Context: an optimization exercise on an open-source flow, tuned for a short achievable clock period and few clock cycles. The choices shown serve that exercise and are no tape-out recipe. The RTL was checked by simulation tests, not by an equivalence proof against the original design. Power and IR drop assume default switching activity.

[flow/config.mk]
export PLATFORM = sky130hd
export DESIGN_NAME = cpu_top
export DESIGN_NICKNAME = cpu_top
export VERILOG_FILES = /design/flow/design.v
export SDC_FILE = /design/flow/constraint.sdc
export NUM_CORES = 4
export LEC_CHECK = 0
export CAP_MARGIN = 20
export CORE_MARGIN = 2
export CORE_UTILIZATION = 40
export SLEW_MARGIN = 20
[flow/constraint.sdc]
create_clock -name core_clock -period 6.2 [get_ports {clk}]
set_input_delay 1.2400 -clock core_clock [delete_from_list [all_inputs] [get_ports {clk}]]
set_output_delay 1.2400 -clock core_clock [all_outputs]
set_load 0.01 [all_outputs]
[flow/design.v]
`timescale 1ns/1ps
package cpu_pkg;
    typedef enum logic [4:0] {
        st_if  = 5'b00001,
        st_id  = 5'b00010,
        st_exe = 5'b00100,
        st_mem = 5'b01000,
        st_wb  = 5'b10000
    } cpu_state_e;
    typedef enum logic [5:0] {
        op_special = 6'b000000,
        op_j       = 6'b000010,
        op_jal     = 6'b000011,
        op_beq     = 6'b000100,
        op_bne     = 6'b000101,
        op_addiu   = 6'b001001,
        op_slti    = 6'b001010,
        op_sltiu   = 6'b001011,
        op_andi    = 6'b001100,
        op_ori     = 6'b001101,
        op_xori    = 6'b001110,
        op_lui     = 6'b001111,
        op_lw      = 6'b100011,
        op_sw      = 6'b101011
    } opcode_e;
    typedef enum logic [5:0] {
        fn_jr   = 6'b001000,
        fn_addu = 6'b100001,
        fn_subu = 6'b100011,
        fn_and  = 6'b100100,
        fn_or   = 6'b100101,
        fn_xor  = 6'b100110,
        fn_nor  = 6'b100111,
        fn_slt  = 6'b101010,
        fn_sltu = 6'b101011
    } funct_e;
    typedef enum logic [2:0] {
        alu_and  = 3'b000,
        alu_or   = 3'b001,
        alu_add  = 3'b010,
        alu_sltu = 3'b011,
        alu_xor  = 3'b100,
        alu_nor  = 3'b101,
        alu_sub  = 3'b110,
        alu_slt  = 3'b111
    } alu_op_e;
    typedef enum logic [2:0] {
        cls_nop,
        cls_alu,
        cls_branch,
        cls_jump,
        cls_load,
        cls_store
    } instr_class_e;
    typedef struct packed {
        instr_class_e              cls;
        alu_op_e                   alu_op;
        logic                      use_imm;
        logic                      zero_ext;
        logic                      is_lui;
        logic                      is_bne;
        logic                      link;
        logic                      jreg;
        logic [5-1:0]   rd;
        logic [15:0]               imm;
        logic [25:0]               jidx;
    } decode_ctrl_t;
    typedef struct packed {
        logic [32-1:0] rs_val;
        logic [32-1:0] rt_val;
    } operands_t;
    typedef struct packed {
        logic [32-1:0]    value;       
        logic [32-1:0]    store_data;
        logic [5-1:0] rd;
        logic                    wen;
        logic                    load;
        logic                    store;
    } exec_result_t;
    typedef struct packed {
        logic [32-1:0] pc;
    } imem_port_t;
    typedef struct packed {
        logic [32-1:0] addr;
        logic [32-1:0] wdata;
        logic                 write;
        logic                 read;
    } dmem_req_t;
endpackage
`timescale 1ns/1ps
module reg_file (
    input  logic                    clk,
    input  logic [5-1:0] raddr1,
    input  logic [5-1:0] raddr2,
    output cpu_pkg::operands_t               rdata,
    input  logic                    wen,
    input  logic [5-1:0] waddr,
    input  logic [32-1:0]    wdata
);
    logic [32-1:0] regs [32];
    always_ff @(posedge clk) begin
        if (wen && waddr != '0) begin
            regs[waddr] <= wdata;
        end
    end
    assign rdata.rs_val = (raddr1 == '0) ? '0 : regs[raddr1];
    assign rdata.rt_val = (raddr2 == '0) ? '0 : regs[raddr2];
endmodule
`timescale 1ns/1ps
module alu (
    input  logic [32-1:0] a,
    input  logic [32-1:0] b,
    input  cpu_pkg::alu_op_e              op,
    output logic [32-1:0] result,
    output logic                 zero
);
    logic lt_signed;
    logic lt_unsigned;
    assign lt_signed   = $signed(a) < $signed(b);
    assign lt_unsigned = a < b;
    always_comb begin
        case (op)
            cpu_pkg::alu_and:  result = a & b;
            cpu_pkg::alu_or:   result = a | b;
            cpu_pkg::alu_add:  result = a + b;
            cpu_pkg::alu_sub:  result = a - b;
            cpu_pkg::alu_xor:  result = a ^ b;
            cpu_pkg::alu_nor:  result = ~(a | b);
            cpu_pkg::alu_slt:  result = {{(32-1){1'b0}}, lt_signed};
            cpu_pkg::alu_sltu: result = {{(32-1){1'b0}}, lt_unsigned};
            default:  result = a + b;
        endcase
    end
    assign zero = (result == '0);    
endmodule
`timescale 1ns/1ps
module cpu_fsm (
    input  logic         clk,
    input  logic         rst,
    input  cpu_pkg::decode_ctrl_t ctrl,
    output cpu_pkg::cpu_state_e   state
);
    cpu_pkg::cpu_state_e   next_state;
    cpu_pkg::instr_class_e cls_q;
    logic         link_q;
    always_ff @(posedge clk) begin
        if (rst) begin
            state  <= cpu_pkg::st_if;
            cls_q  <= cpu_pkg::cls_nop;
            link_q <= 1'b0;
        end else begin
            state <= next_state;
            if (state == cpu_pkg::st_id) begin
                cls_q  <= ctrl.cls;
                link_q <= ctrl.link;
            end
        end
    end
    always_comb begin
        case (state)
            cpu_pkg::st_if:  next_state = cpu_pkg::st_id;
            cpu_pkg::st_id:  next_state = (ctrl.cls == cpu_pkg::cls_nop) ? cpu_pkg::st_if : cpu_pkg::st_exe;
            cpu_pkg::st_exe: begin
                case (cls_q)
                    cpu_pkg::cls_alu:              next_state = cpu_pkg::st_wb;
                    cpu_pkg::cls_jump:             next_state = link_q ? cpu_pkg::st_wb : cpu_pkg::st_if;
                    cpu_pkg::cls_load, cpu_pkg::cls_store:  next_state = cpu_pkg::st_mem;
                    default:              next_state = cpu_pkg::st_if;    
                endcase
            end
            cpu_pkg::st_mem: next_state = (cls_q == cpu_pkg::cls_load) ? cpu_pkg::st_wb : cpu_pkg::st_if;
            default: next_state = cpu_pkg::st_if;
        endcase
    end
endmodule
`timescale 1ns/1ps
module fetch_unit (
    input  logic                 clk,
    input  logic                 rst,
    input  cpu_pkg::cpu_state_e           state,
    input  logic [32-1:0] instruction,
    input  logic                 redirect,
    input  logic [32-1:0] target,
    output cpu_pkg::imem_port_t           imem,
    output logic [32-1:0] instr,
    output logic [32-1:0] pc_plus
);
    logic [32-1:0] pc;
    always_ff @(posedge clk) begin
        if (rst) begin
            pc <= 32'h0000_0000;
        end else if (state == cpu_pkg::st_if) begin
            pc <= pc + 32'd4;
        end else if (state == cpu_pkg::st_exe && redirect) begin
            pc <= target;
        end
    end
    always_ff @(posedge clk) begin
        if (state == cpu_pkg::st_if) begin
            instr <= instruction;
        end
    end
    assign imem.pc = pc;
    assign pc_plus = pc;    
endmodule
`timescale 1ns/1ps
module decoder (
    input  logic [32-1:0]    instr,
    output logic [5-1:0] raddr1,
    output logic [5-1:0] raddr2,
    output cpu_pkg::decode_ctrl_t            ctrl
);
    cpu_pkg::opcode_e                 opcode;
    cpu_pkg::funct_e                  funct;
    logic [5-1:0] rt;
    logic [5-1:0] rd;
    cpu_pkg::alu_op_e                 r_op;
    cpu_pkg::alu_op_e                 i_op;
    logic                    r_valid;
    logic                    is_jr;
    assign opcode = cpu_pkg::opcode_e'(instr[31:26]);
    assign funct  = cpu_pkg::funct_e'(instr[5:0]);
    assign raddr1 = instr[25:21];
    assign rt     = instr[20:16];
    assign rd     = instr[15:11];
    assign raddr2 = rt;
    assign is_jr  = (funct == cpu_pkg::fn_jr);
    always_comb begin
        r_valid = 1'b1;
        case (funct)
            cpu_pkg::fn_addu: r_op = cpu_pkg::alu_add;
            cpu_pkg::fn_subu: r_op = cpu_pkg::alu_sub;
            cpu_pkg::fn_and:  r_op = cpu_pkg::alu_and;
            cpu_pkg::fn_or:   r_op = cpu_pkg::alu_or;
            cpu_pkg::fn_xor:  r_op = cpu_pkg::alu_xor;
            cpu_pkg::fn_nor:  r_op = cpu_pkg::alu_nor;
            cpu_pkg::fn_slt:  r_op = cpu_pkg::alu_slt;
            cpu_pkg::fn_sltu: r_op = cpu_pkg::alu_sltu;
            default: begin
                r_op    = cpu_pkg::alu_add;
                r_valid = 1'b0;    
            end
        endcase
    end
    always_comb begin
        case (opcode)
            cpu_pkg::op_slti:        i_op = cpu_pkg::alu_slt;
            cpu_pkg::op_sltiu:       i_op = cpu_pkg::alu_sltu;
            cpu_pkg::op_andi:        i_op = cpu_pkg::alu_and;
            cpu_pkg::op_ori:         i_op = cpu_pkg::alu_or;
            cpu_pkg::op_xori:        i_op = cpu_pkg::alu_xor;
            cpu_pkg::op_beq, cpu_pkg::op_bne: i_op = cpu_pkg::alu_sub;
            default:        i_op = cpu_pkg::alu_add;    
        endcase
    end
    always_comb begin
        ctrl.cls      = cpu_pkg::cls_nop;
        ctrl.alu_op   = i_op;
        ctrl.use_imm  = 1'b0;
        ctrl.zero_ext = (opcode == cpu_pkg::op_andi) || (opcode == cpu_pkg::op_ori) || (opcode == cpu_pkg::op_xori);
        ctrl.is_lui   = (opcode == cpu_pkg::op_lui);
        ctrl.is_bne   = (opcode == cpu_pkg::op_bne);
        ctrl.link     = (opcode == cpu_pkg::op_jal);
        ctrl.jreg     = 1'b0;
        ctrl.rd       = rt;
        ctrl.imm      = instr[15:0];
        ctrl.jidx     = instr[25:0];
        case (opcode)
            cpu_pkg::op_special: begin
                ctrl.alu_op = r_op;
                ctrl.rd     = rd;
                ctrl.jreg   = is_jr;
                if (r_valid) begin
                    ctrl.cls = cpu_pkg::cls_alu;
                end else if (is_jr) begin
                    ctrl.cls = cpu_pkg::cls_jump;
                end
            end
            cpu_pkg::op_addiu, cpu_pkg::op_slti, cpu_pkg::op_sltiu, cpu_pkg::op_andi, cpu_pkg::op_ori, cpu_pkg::op_xori, cpu_pkg::op_lui: begin
                ctrl.cls     = cpu_pkg::cls_alu;
                ctrl.use_imm = 1'b1;
            end
            cpu_pkg::op_beq, cpu_pkg::op_bne: ctrl.cls = cpu_pkg::cls_branch;
            cpu_pkg::op_j:           ctrl.cls = cpu_pkg::cls_jump;
            cpu_pkg::op_jal: begin
                ctrl.cls = cpu_pkg::cls_jump;
                ctrl.rd  = 5'(31);
            end
            cpu_pkg::op_lw: begin
                ctrl.cls     = cpu_pkg::cls_load;
                ctrl.use_imm = 1'b1;
            end
            cpu_pkg::op_sw: begin
                ctrl.cls     = cpu_pkg::cls_store;
                ctrl.use_imm = 1'b1;
            end
            default: ctrl.cls = cpu_pkg::cls_nop;
        endcase
    end
endmodule
`timescale 1ns/1ps
module exec_stage (
    input  logic                 clk,
    input  cpu_pkg::cpu_state_e           state,
    input  cpu_pkg::decode_ctrl_t         ctrl,
    input  cpu_pkg::operands_t            ops,
    input  logic [32-1:0] pc_plus,
    output logic                 redirect,
    output logic [32-1:0] target,
    output cpu_pkg::exec_result_t         result
);
    cpu_pkg::decode_ctrl_t         ctrl_q;
    cpu_pkg::operands_t            ops_q;
    logic [32-1:0] imm_ext;
    logic [32-1:0] alu_b;
    logic [32-1:0] alu_res;
    logic [32-1:0] lui_val;
    logic [32-1:0] br_target;
    logic [32-1:0] jump_target;
    logic                 alu_zero;
    logic                 taken;
    always_ff @(posedge clk) begin
        if (state == cpu_pkg::st_id) begin
            ctrl_q <= ctrl;
            ops_q  <= ops;
        end
    end
    assign imm_ext = ctrl_q.zero_ext ? {{(32-16){1'b0}}, ctrl_q.imm}
                                     : {{(32-16){ctrl_q.imm[15]}}, ctrl_q.imm};
    assign alu_b   = ctrl_q.use_imm ? imm_ext : ops_q.rt_val;
    assign lui_val = {ctrl_q.imm, {(32-16){1'b0}}};
    alu u_alu (
        .a      (ops_q.rs_val),
        .b      (alu_b),
        .op     (ctrl_q.alu_op),
        .result (alu_res),
        .zero   (alu_zero)
    );
    assign taken       = (ctrl_q.cls == cpu_pkg::cls_branch) && (alu_zero != ctrl_q.is_bne);
    assign br_target   = pc_plus + {imm_ext[32-3:0], 2'b00};
    assign jump_target = {pc_plus[32-1:28], ctrl_q.jidx, 2'b00};
    assign redirect = (state == cpu_pkg::st_exe) && (taken || ctrl_q.cls == cpu_pkg::cls_jump);
    assign target   = ctrl_q.jreg ? ops_q.rs_val :
                      (ctrl_q.cls == cpu_pkg::cls_jump) ? jump_target : br_target;
    always_ff @(posedge clk) begin
        if (state == cpu_pkg::st_exe) begin
            result.value      <= ctrl_q.link ? pc_plus : (ctrl_q.is_lui ? lui_val : alu_res);
            result.store_data <= ops_q.rt_val;
            result.rd         <= ctrl_q.rd;
            result.wen        <= (ctrl_q.cls == cpu_pkg::cls_alu) || (ctrl_q.cls == cpu_pkg::cls_load) ||
                                 ctrl_q.link;
            result.load       <= (ctrl_q.cls == cpu_pkg::cls_load);
            result.store      <= (ctrl_q.cls == cpu_pkg::cls_store);
        end
    end
endmodule
`timescale 1ns/1ps
module mem_wb_stage (
    input  logic                    clk,
    input  cpu_pkg::cpu_state_e              state,
    input  cpu_pkg::exec_result_t            result,
    output cpu_pkg::dmem_req_t               dmem,
    input  logic [32-1:0]    read_data,
    output logic                    wen,
    output logic [5-1:0] waddr,
    output logic [32-1:0]    wdata
);
    logic [32-1:0] load_q;
    assign dmem.addr  = {result.value[32-1:2], 2'b00};
    assign dmem.wdata = result.store_data;
    assign dmem.write = (state == cpu_pkg::st_mem) && result.store;
    assign dmem.read  = (state == cpu_pkg::st_mem) && result.load;
    always_ff @(posedge clk) begin
        if (dmem.read) begin
            load_q <= read_data;    
        end
    end
    assign wen   = (state == cpu_pkg::st_wb) && result.wen;
    assign waddr = result.rd;
    assign wdata = result.load ? load_q : result.value;
endmodule
`timescale 1ns/1ps
module simple_cpu (
    input  logic                 clk,
    input  logic                 rst,
    output cpu_pkg::imem_port_t           imem,
    input  logic [32-1:0] instruction,
    output cpu_pkg::dmem_req_t            dmem,
    input  logic [32-1:0] read_data
);
    cpu_pkg::cpu_state_e              state;
    cpu_pkg::decode_ctrl_t            ctrl;
    cpu_pkg::operands_t               ops;
    cpu_pkg::exec_result_t            ex_result;
    logic [32-1:0]    instr;
    logic [32-1:0]    pc_plus;
    logic [32-1:0]    target;
    logic                    redirect;
    logic [5-1:0] raddr1;
    logic [5-1:0] raddr2;
    logic                    rf_wen;
    logic [5-1:0] rf_waddr;
    logic [32-1:0]    rf_wdata;
    cpu_fsm u_fsm (
        .clk   (clk),
        .rst   (rst),
        .ctrl  (ctrl),
        .state (state)
    );
    fetch_unit u_fetch (
        .clk         (clk),
        .rst         (rst),
        .state       (state),
        .instruction (instruction),
        .redirect    (redirect),
        .target      (target),
        .imem        (imem),
        .instr       (instr),
        .pc_plus     (pc_plus)
    );
    decoder u_dec (
        .instr  (instr),
        .raddr1 (raddr1),
        .raddr2 (raddr2),
        .ctrl   (ctrl)
    );
    reg_file u_rf (
        .clk    (clk),
        .raddr1 (raddr1),
        .raddr2 (raddr2),
        .rdata  (ops),
        .wen    (rf_wen),
        .waddr  (rf_waddr),
        .wdata  (rf_wdata)
    );
    exec_stage u_exec (
        .clk      (clk),
        .state    (state),
        .ctrl     (ctrl),
        .ops      (ops),
        .pc_plus  (pc_plus),
        .redirect (redirect),
        .target   (target),
        .result   (ex_result)
    );
    mem_wb_stage u_mem_wb (
        .clk       (clk),
        .state     (state),
        .result    (ex_result),
        .dmem      (dmem),
        .read_data (read_data),
        .wen       (rf_wen),
        .waddr     (rf_waddr),
        .wdata     (rf_wdata)
    );
endmodule
`timescale 1ns/1ps
module cpu_top (
    input  logic                 clk,
    input  logic                 rst,
    output logic [32-1:0] imem_pc,
    input  logic [32-1:0] instruction,
    output logic [32-1:0] dmem_addr,
    output logic [32-1:0] dmem_wdata,
    output logic                 dmem_write,
    output logic                 dmem_read,
    input  logic [32-1:0] read_data
);
    cpu_pkg::imem_port_t imem;
    cpu_pkg::dmem_req_t  dmem;
    simple_cpu u_cpu (
        .clk         (clk),
        .rst         (rst),
        .imem        (imem),
        .instruction (instruction),
        .dmem        (dmem),
        .read_data   (read_data)
    );
    assign imem_pc    = imem.pc;
    assign dmem_addr  = dmem.addr;
    assign dmem_wdata = dmem.wdata;
    assign dmem_write = dmem.write;
    assign dmem_read  = dmem.read;
endmodule
[flow/run.sh]
#!/bin/bash
# synth_recipe.tcl (not shown) runs the flow's synth.tcl, then flattens the netlist and writes it again
# the make line also repeats each setting of config.mk as NAME=value (left out here)
make -C /OpenROAD-flow-scripts/flow DESIGN_CONFIG=/design/flow/config.mk WORK_HOME=/design/flow/orfs CLKGATE_MAP_FILE= SYNTH_SCRIPT=/design/flow/synth_recipe.tcl finish
==> run notes <==
* Clock Path Buffers at 3
* CTS Hold Buffers Added at 0
* HPWL Detailed at 156000 µm
* Post-Syn Area per Cell at 15.4 µm²
* Synthesized cell area at approximately 67000 µm²
* Share of cells above drive strength 1 at 0.234
* Yosys top cell by area: edfxtp_1
* Rows at 150
* Clock slew at reported path FFs at about 60 ps
* Layout fillers at roughly 14000
* RSZ-0062 raised after global routing: no
* CP arrival at 6570 ps
* Antenna Nets Post-Route at 0
* CTS Sinks at around 1300
* Final Slew Violations at 0
* Fmax at 170 MHz
* R2r startpoint: u_cpu.u_exec.ctrl_q[26]
* Routed WL at 239000 µm
* # DRC at 0
* R2r setup slk at 310 ps
* Root buffer cell: clkbuf_16
* Max Cap Violations at 0
* Initial antenna violation count at 7
* EDFF count, synth at 1267
* Iter 0 DRT Violations at roughly 6100
* Setup crit end kind: register
* Post-synthesis cell count at 4363
* Slew @ Worst Pin at 1150 ps
* Num CTS Buffers at ~140
* Crit path required time at 6880 ps
* Startpoint types: register
* Multi-input logic area at about 27000 µm²
* Clk Latency, worst-skew pair at 780 ps
* Fin crit share at 0.950
* Peak VDD IR at about 0.31 mV
* Overall Power at 22.9 mW
* DP Worst Slack at 92.4 ps
* All-Layer GR Usage at 0.274
* Worst Setup Path Type: reg2reg
* Final WS setup at 311 ps
* Routability cong. at approximately 0.98
* Chip Width at 415 µm
* Register area share after synthesis at 0.577
* Worst-case clock skew at 38.9 ps
* Wire per inst at 34.9 µm
* Power per standard cell area at 299 nW/µm²
* Crit path time final at 5890 ps
* H-tree Lvls at 4
* Starting Density at 0.403
* Vias in the first global route at between 40000 and 50000
* Final setup fails at 0
* Register area at about 39000 µm²
* Largest net degree at the start of global routing at 98
* Hold Path Class: reg2reg
* Hold Crit Start: u_cpu.u_fetch.instr[9]
* RR Endpoint: u_cpu.u_fetch.pc[23]
* Vias/cell at 6.39
* First-pass GRT wire length at around 330000 µm
* PortBufs at between 150 and 200
* Ports at about 160
* Path depth of the worst reg2reg path at 18
* Fin nets at roughly 4700
* Leakage at 25.5 nW
* Share of the synthesized area in the top cell type at 0.564
* Ys async rst share at 0
* 1st-pass router iterations at 6
* Outcome: no timing/DRC/antenna violations
* Worst relative slew slack at 0.229
* Crit-path max FO at 13
* Die ar. at 172000 µm²
* Synth top area cells: edfxtp_1 56%, mux4_2 18%, mux2i_1 2.9%
* Hold Vio Cnt, Final at 0
* Post-synth cell types at roughly 100
* Hold depth at 0
* CTS tree: done
* Core region area at 167000 µm²
* DIE HEIGHT at roughly 410 µm
* Global route overflow at 0
* YS warnings at 7
* Synth Flop Type: edfxtp_1
* Area Overhead vs Synth at 13.8%
* Post-route setup TNS at 0 ps
* Hold Path End: u_cpu.u_exec.ctrl_q[35]
* Flop and latch count out of synthesis at 1308
* Vias at 43800
repair_timing:
item,4_1_cts,5_1_grt
endpoints found under the setup margin,0,29
buffers inserted,0,1
endpoints found under the hold margin,0,0
gates resized for setup,0,2
logic make-up (layout without fill, tap and decap cells):
family                     count (synthesis)  in the layout  synth area share
muxes                                    814            814             0.222
xor gates and xnor gates                  63             63           0.00819
other                                      1             37         0.0000556
and+or+nand+nor                          738            738            0.0532
adders and majority gates                148            148            0.0278
buffers and inverters                    497            739            0.0320
AOI/OAI and AO/OA                        794            794            0.0803
DFF                                     1308           1308             0.577
placed cells by master (no fill, tap or decap), types with 37 or more instances in the layout:
master | synthesis | final
o22ai_1 | 43 | 43
nor3_1 | 67 | 64
nor2_1 | 254 | 226
nand3_1 | 49 | 49
a221oi_1 | 38 | 38
clkbuf_16 | 0 | 144
dfxtp_1 | 41 | 41
mux2_2 | 82 | 82
mux2i_1 | 192 | 192
a21oi_1 | 195 | 195
inv_1 | 130 | 127
a211oi_1 | 58 | 57
buf_4 | 65 | 173
a31oi_1 | 37 | 37
o21ai_0 | 109 | 109
edfxtp_1 | 1267 | 1267
clkdlybuf4s50_1 | 0 | 161
nand2_1 | 152 | 151
ha_1 | 145 | 145
mux4_2 | 534 | 534
xnor2_1 | 44 | 44
routing by layer:
metal / up-vias / wire [µm] / global-route usage
li1: 18000 / - / -
met1: 23000 / 95200 / 0.370
met2: 2302 / 113000 / 0.439
met3: 443 / 19900 / 0.0487
met4: 6 / 10800 / 0.110
met5: - / 42 / 0
worst max-delay path, cell delays in order, from the launching register on:
cell and delay (ps):
edfxtp_1 520, mux2i_1 330, inv_1 110, ha_1 240
inv_1 110, fa_1 250, nor2b_1 90, o31a_1 340
o221a_2 350, a21oi_1 650, a211o_1 230, a31oi_1 180
nand4b_1 330, or4_4 610, nor4_4 250, mux2i_2 270
and2_4 330, mux2_1 350, a311oi_1 250
state kept, by name, indices dropped and copies added, names as in the netlist:
register / flops
u_cpu.u_fetch.pc: 32
u_cpu.u_fetch.instr: 32
u_cpu.u_exec.ctrl_q: 43
u_cpu.u_fsm.link_q: 1
u_cpu.u_mem_wb.load_q: 32
u_cpu.u_exec.ops_q: 64
u_cpu.u_exec.result: 72
u_cpu.u_rf.regs: 1024
u_cpu.u_fsm.cls_q: 3
u_cpu.u_fsm.state: 5
stage by stage:
stage               cells  instance area (µm²)  hold WS (ps)  utilization
floorplan            4396                67500           400            -
global placement     6586                72100           402        0.431
detailed placement   6589                72200           405        0.432
CTS                  6840                76700           422        0.458
global route         6842                76700           424        0.459
finish               6845                76700           421        0.459
report_power, final:
group          internal [mW]  leakage (nW)  switching [mW]
registers               9.77          11.8           0.215
clock network           4.62          2.15            3.61
logic                   1.97          11.6            2.73
total                   16.4          25.5            6.56
Yosys cell counts, types with 43 or more instances:
master,instances
mux2i_1,192
o22ai_1,43
mux2_2,82
a211oi_1,58
edfxtp_1,1267
o21ai_0,109
ha_1,145
nand3_1,49
nand2_1,152
clkbuf_1,199
inv_1,130
mux4_2,534
xnor2_1,44
buf_1,75
nor3_1,67
a21oi_1,195
buf_4,65
nor2_1,254
worst max path at each step:
stage | startpoint | cells after the start | endpoint | slack (ps)
2_1_floorplan | u_cpu.u_exec.ctrl_q[41] | 24 | u_cpu.u_fetch.pc[29] | 290
3_3_place_gp | u_cpu.u_exec.ctrl_q[52] | 20 | u_cpu.u_fetch.pc[26] | 50
3_5_place_dp | u_cpu.u_exec.ctrl_q[52] | 20 | u_cpu.u_fetch.pc[26] | 90
4_1_cts | u_cpu.u_exec.ctrl_q[52] | 19 | u_cpu.u_fetch.pc[11] | 50
5_1_grt | u_cpu.u_exec.ctrl_q[52] | 19 | u_cpu.u_fetch.pc[11] | 70
6_report | u_cpu.u_exec.ctrl_q[26] | 18 | u_cpu.u_fetch.pc[23] | 310
layout make-up:
type	count	area share
diodes	3	0.0000979
clock buffers	172	0.0484
clock inverters	79	0.00956
inverters	134	0.00664
multi-input cells	2591	0.349
flip-flops and latches	1308	0.507
well taps	2204	0.0360
repair buffers	354	0.0431
Testbench counts, summed over its fixed seeds: cycles 536,079.

-- separate check: timing with driven ports --
Ports are ideal in the flow. The routed layout listed here was re-timed in OpenROAD.
Step 1 (the two cells are an assumption about what drives the block):
set clk [get_ports {clk}]
set_driving_cell -lib_cell sky130_fd_sc_hd__clkbuf_16 $clk
set_driving_cell -lib_cell sky130_fd_sc_hd__buf_2 [delete_from_list [all_inputs] $clk]
Step 2 times the ports against the registers' clock, not the clock port: input delays grow and output delays shrink by t, the midpoint of the rising clock arrivals with the driver on.
a / b / c = ideal ports / drivers / drivers and shift; a / b = the first two.
shift t [ns]: 0.851
setup slack, ns: 0.311 / 0.311 / 0.311
worst setup path at the end: register to register
latest minus earliest clock arrival (ns): 0.040 / 0.040
cell pins on the clock port's net: 1
After both steps setup and hold are still met in this run. The setup slack of this run moves by 0.000 ns with the drivers and by 0.000 ns with both steps.
